Source: an optimization exercise on an open RTL-to-GDS flow (aim: small area). Production flows keep margins and buffers that such runs may drop.
RTL that was checked went through simulation tests only; none was proved equivalent to the original.

## P
==> flow/design.v <==
module memwb_port (
  input  logic p, we, x, wen,
  output logic y
);
  assign y = ~((p | we) & (x | wen));
endmodule
module memwb_aoi222 (
  input  logic s0, d0, s1, d1, s2, d2,
  output logic y
);
  assign y = ~((s0 & d0) | (s1 & d1) | (s2 & d2));
endmodule
module memwb_oai22 (
  input  logic sn0, d0, sn1, d1,
  output logic y
);
  assign y = ~((sn0 | d0) & (sn1 | d1));
endmodule
module memwb_nand4 (
  input  logic a, b, c, d,
  output logic y
);
  assign y = ~(a & b & c & d);
endmodule
module memwb_or4 (
  input  logic a, b, c, d,
  output logic y
);
  assign y = a | b | c | d;
endmodule
module memwb_rdbit (
  input  logic [11:0] s,
  input  logic [11:0] d,
  input  logic [11:0] sn,
  input  logic [11:0] dn,
  output logic        y
);
  logic [3:0] n;   
  logic [5:0] p;   
  for (genvar i = 0; i < 4; i++) begin : g_n
    memwb_aoi222 u_n (
      .s0(s[3 * i]), .d0(d[3 * i]), .s1(s[3 * i + 1]), .d1(d[3 * i + 1]),
      .s2(s[3 * i + 2]), .d2(d[3 * i + 2]), .y(n[i])
    );
  end
  for (genvar i = 0; i < 6; i++) begin : g_p
    memwb_oai22 u_p (
      .sn0(sn[2 * i]), .d0(dn[2 * i]), .sn1(sn[2 * i + 1]), .d1(dn[2 * i + 1]), .y(p[i])
    );
  end
  logic a, o;
  memwb_nand4 u_a (.a(n[0]), .b(n[1]), .c(n[2]), .d(n[3]), .y(a));
  memwb_or4   u_o (.a(p[0]), .b(p[1]), .c(p[2]), .d(p[3]), .y(o));
  memwb_or4   u_y (.a(o), .b(p[4]), .c(p[5]), .d(a), .y(y));
endmodule
module memwb_tapdec (
  input  logic [5:0]  addr,
  input  logic [5:0]  rot,
  output logic [21:0] hit
);
  logic [5:0] h, g, p;
  logic [1:0] e0;           
  logic [3:0] e [1:5];      
  assign h = addr ^ rot;
  assign g = addr & rot;
  assign p = addr | rot;
  assign e0[0] = ~h[0];
  assign e0[1] = h[0];
  for (genvar i = 1; i < 6; i++) begin : g_e
    assign e[i][0] = ~(h[i] ^ p[i - 1]);    
    assign e[i][1] = ~(h[i] ^ g[i - 1]);    
    assign e[i][2] = (h[i] ^ p[i - 1]);     
    assign e[i][3] = (h[i] ^ g[i - 1]);     
  end
  for (genvar k = 0; k < 22; k++) begin : g_hit
    localparam logic [5:0] K = 6'(3 * k);
    assign hit[k] = e0[K[0]] & e[1][{K[1], K[0]}] & e[2][{K[2], K[1]}] &
                    e[3][{K[3], K[2]}] & e[4][{K[4], K[3]}] & e[5][{K[5], K[4]}];
  end
endmodule
module memwb_stage (
  input  logic         clk,
  input  logic         reset,
  input  logic [3:0]   ctrl_MEM,
  input  logic [31:0]  ALU_out_MEM,
  input  logic [31:0]  write_data_MEM,
  input  logic [4:0]   reg_dst_MEM,
  output logic         mem_stall,
  output logic [1:0]   ctrl_WB,
  output logic [31:0]  read_data_WB,
  output logic [31:0]  ALU_out_WB,
  output logic [4:0]   reg_dst_WB,
  output logic         misalign_WB
);
  localparam int NT = 22;   
  logic [31:0] ring [64];
  logic [5:0]  rot;
  logic        b1, b2;
  logic        wb_pend;
  logic [5:0]  wb_addr;
  logic [5:0]  wb_slot;    
  logic [31:0] wb_data;
  logic [1:0]  ctrl_wb_q;
  logic        misalign_wb_q;
  logic [31:0] read_data_wb_q;
  logic [31:0] alu_out_wb_q;
  logic [4:0]  reg_dst_wb_q;
  logic          access, misal, stall, commit, st_commit, byp, drain;
  logic [5:0]    addr;
  logic [NT-1:0] we, wen;
  logic          hsel, bsel, tapok;
  logic          attap_q, attap_d;   
  logic [5:0]    slot;
  logic [3:0]    wsum;
  logic [NT-1:0] hit, tsel;
  logic [31:0]   wd_pos, wd_neg, rdata;
  logic [NT*32-1:0] port_y;
  genvar pk, pb, b, i;
  always_comb begin
    access    = ctrl_MEM[1] | ctrl_MEM[0];
    misal     = access & (ALU_out_MEM[1:0] != 2'b00);
    stall     = b1 | (~b2 & access);
    commit    = ~stall & ~reset;
    st_commit = commit & ctrl_MEM[0] & ~misal;
    addr      = ALU_out_MEM[7:2];
    byp       = wb_pend & (wb_addr == addr);
    for (int k = 0; k < NT; k++) begin
      we[k]   = (wb_slot == 6'(3 * k)) & wb_pend;
    end
    wen    = ~we;
    drain  = |we;
    slot  = addr + rot;
    wsum  = 4'(slot[0]) + 4'(slot[2]) + 4'(slot[4]) +
            4'({slot[1], 1'b0}) + 4'({slot[3], 1'b0}) + 4'({slot[5], 1'b0});
    attap_d = (slot == 6'd63) | (wsum == 4'd2) | (wsum == 4'd5) | (wsum == 4'd8);
    tapok  = ~byp & ~misal;
    tsel   = hit & {NT{tapok}};
    bsel   = byp & ~misal;
    hsel   = (b1 | b2) & ~attap_q & ~byp & ~misal;
    wd_pos = wb_data;
    wd_neg = ~wb_data;
  end
  memwb_tapdec u_dec (.addr(addr), .rot(rot), .hit(hit));
  for (b = 0; b < 32; b++) begin : g_rd
    logic [11:0] s, d, sn, dn;
    for (i = 0; i < 11; i++) begin : g_t
      assign s[i]  = tsel[2 * i];
      assign d[i]  = ring[6 * i][b];
      assign sn[i] = ~tsel[2 * i + 1];
      assign dn[i] = ring[6 * i + 3][b];
    end
    assign s[11]  = hsel;
    assign d[11]  = read_data_wb_q[b];
    assign sn[11] = ~bsel;
    assign dn[11] = wd_neg[b];
    memwb_rdbit u_rd (.s(s), .d(d), .sn(sn), .dn(dn), .y(rdata[b]));
  end
  for (pk = 0; pk < NT; pk++) begin : g_port
    for (pb = 0; pb < 32; pb++) begin : g_bit
      memwb_port u_p (
        .p(ring[(3 * pk + 63) % 64][pb]), .we(we[pk]),
        .x(pk % 2 == 1 ? wd_pos[pb] : wd_neg[pb]), .wen(wen[pk]),
        .y(port_y[32 * pk + pb])
      );
    end
  end
  always_ff @(posedge clk) begin
    rot <= rot + 6'd1;
    for (int j = 0; j < 64; j++) begin
      if (j % 3 == 0) ring[j] <= port_y[32 * (j / 3) +: 32];
      else            ring[j] <= ring[(j + 63) % 64];
    end
    wb_pend <= st_commit | (wb_pend & ~drain);
    wb_slot <= st_commit ? addr + rot + 6'd2 : wb_slot + 6'd1;
    if (st_commit) begin
      wb_addr <= addr;
      wb_data <= write_data_MEM;
    end
    b1 <= ~reset & ~b1 & ~b2 & access;
    b2 <= ~reset & b1;
    ctrl_wb_q      <= commit ? ctrl_MEM[3:2] : 2'b00;
    misalign_wb_q  <= commit & misal;
    read_data_wb_q <= rdata;
    attap_q        <= attap_d;
    alu_out_wb_q   <= ALU_out_MEM;
    reg_dst_wb_q   <= reg_dst_MEM;
  end
  assign mem_stall    = stall;
  assign ctrl_WB      = ctrl_wb_q;
  assign read_data_WB = read_data_wb_q;
  assign ALU_out_WB   = alu_out_wb_q;
  assign reg_dst_WB   = reg_dst_wb_q;
  assign misalign_WB  = misalign_wb_q;
endmodule
export LEC_CHECK = 0
export CAP_MARGIN = 20
export CORE_MARGIN = 2
export CORE_UTILIZATION = 60
export CTS_BUF_LIST = sky130_fd_sc_hd__clkbuf_8
export CTS_CLUSTER_DIAMETER = 60
export CTS_CLUSTER_SIZE = 20
export SLEW_MARGIN = 20
export SYNTH_HIERARCHICAL = 1
create_clock -name core_clock -period 3.5 [get_ports {clk}]
standard.sh (not shown) runs the stock make flow with config.mk's settings and CLKGATE_MAP_FILE= SYNTH_SCRIPT=/design/flow/synth_recipe.tcl, a recipe that flattens the netlist after the stock synthesis.
==> flow/flow/run.sh <==
#!/bin/bash
# The standard layout, with two changes: ports are buffered with the smallest
# buffer, and clock tree synthesis uses clkbuf_8 clusters under a clkbuf_16 root, without dummy loads.
set -euo pipefail
export BUFFER_PORTS_ARGS="-buffer_cell sky130_fd_sc_hd__buf_1"
export CTS_ARGS="-sink_clustering_enable -repair_clock_nets -buf_list sky130_fd_sc_hd__clkbuf_8 -sink_clustering_size 20 -sink_clustering_max_diameter 55 -dont_use_dummy_load -root_buf sky130_fd_sc_hd__clkbuf_16"
bash standard.sh > standard_flow.log 2>&1
Per the final summary, P finished and its layout is clean on timing, DRC and antenna.
Input-level comparison between Q and P:
-- flow/design.v --
<<< P, line 111
  logic          hsel, bsel, tapok;
  logic          attap_q, attap_d;   
  logic [5:0]    slot;
  logic [3:0]    wsum;
  logic [NT-1:0] hit, tsel;
  logic [31:0]   wd_pos, wd_neg, rdata;
>>> Q, line 111
  logic          hsel, bsel, tapok;
  logic          attap_q, attap_d;   
  logic [NT-1:0] hit, tsel;
  logic [31:0]   wd_pos, wd_neg, rdata;
<<< P, line 130
    wen    = ~we;
    drain  = |we;
    slot  = addr + rot;
    wsum  = 4'(slot[0]) + 4'(slot[2]) + 4'(slot[4]) +
            4'({slot[1], 1'b0}) + 4'({slot[3], 1'b0}) + 4'({slot[5], 1'b0});
    attap_d = (slot == 6'd63) | (wsum == 4'd2) | (wsum == 4'd5) | (wsum == 4'd8);
    tapok  = ~byp & ~misal;
    tsel   = hit & {NT{tapok}};
>>> Q, line 128
    wen    = ~we;
    drain  = |we;
    attap_d = ((addr + rot + 6'd1) % 6'd3) == 6'd0;
    tapok  = ~byp & ~misal;
    tsel   = hit & {NT{tapok}};
Results
- Of Q and P, the run reporting the higher fraction of area in multi-input gates was Q.
- The die extent in y reported for Q is greater than that of P by about 0.4%.
- Q completed end to end; final checks failed (setup timing).
- Count of placed standard cells in the final layout, fillers left out delta for Q relative to P: 181 higher
- Number of global-route vias before repair is lower on P
- Q: number of distinct library cells after synthesis 18 above P
- Of Q and P, the run reporting the lower pin count of the biggest net entering global routing was P.
- Q vs P, synthesis-to-finish area growth went up by 1.5 points.
- Maximum vdd drop ends up lower on Q.
Function not checked in Q: the RTL went through the layout flow alone.

-- static timing again, ports no longer ideal --
The flow's constraints put no driver on any port. The routed layouts listed below were extracted and timed again, unchanged, in two steps.
Step 1 assumes that a clkbuf_16 drives the clock port and a buf_2 every other input.
Step 2, shift: input delay + t, output delay - t, t = (earliest + latest rising clock arrival at the registers) / 2. This alone moves slack from input paths to output paths.
Three values: ideal ports, drivers, drivers and shift; two values: the first two.
| run | t (ns) | setup WS [ns] | worst register clock-pin slew, ns |
|---|---|---|---|
| P | 0.772 | 0.203 / 0.203 / -0.212 | 0.12 / 0.12 |
| Q | 0.752 | -1.468 / -1.468 / -2.020 | 0.12 / 0.12 |
With both steps, setup timing fails in P, where it was met with ideal ports. For Q, which loses most, drivers alone change the setup slack by 0.000 ns; drivers and shift together by -0.552 ns.
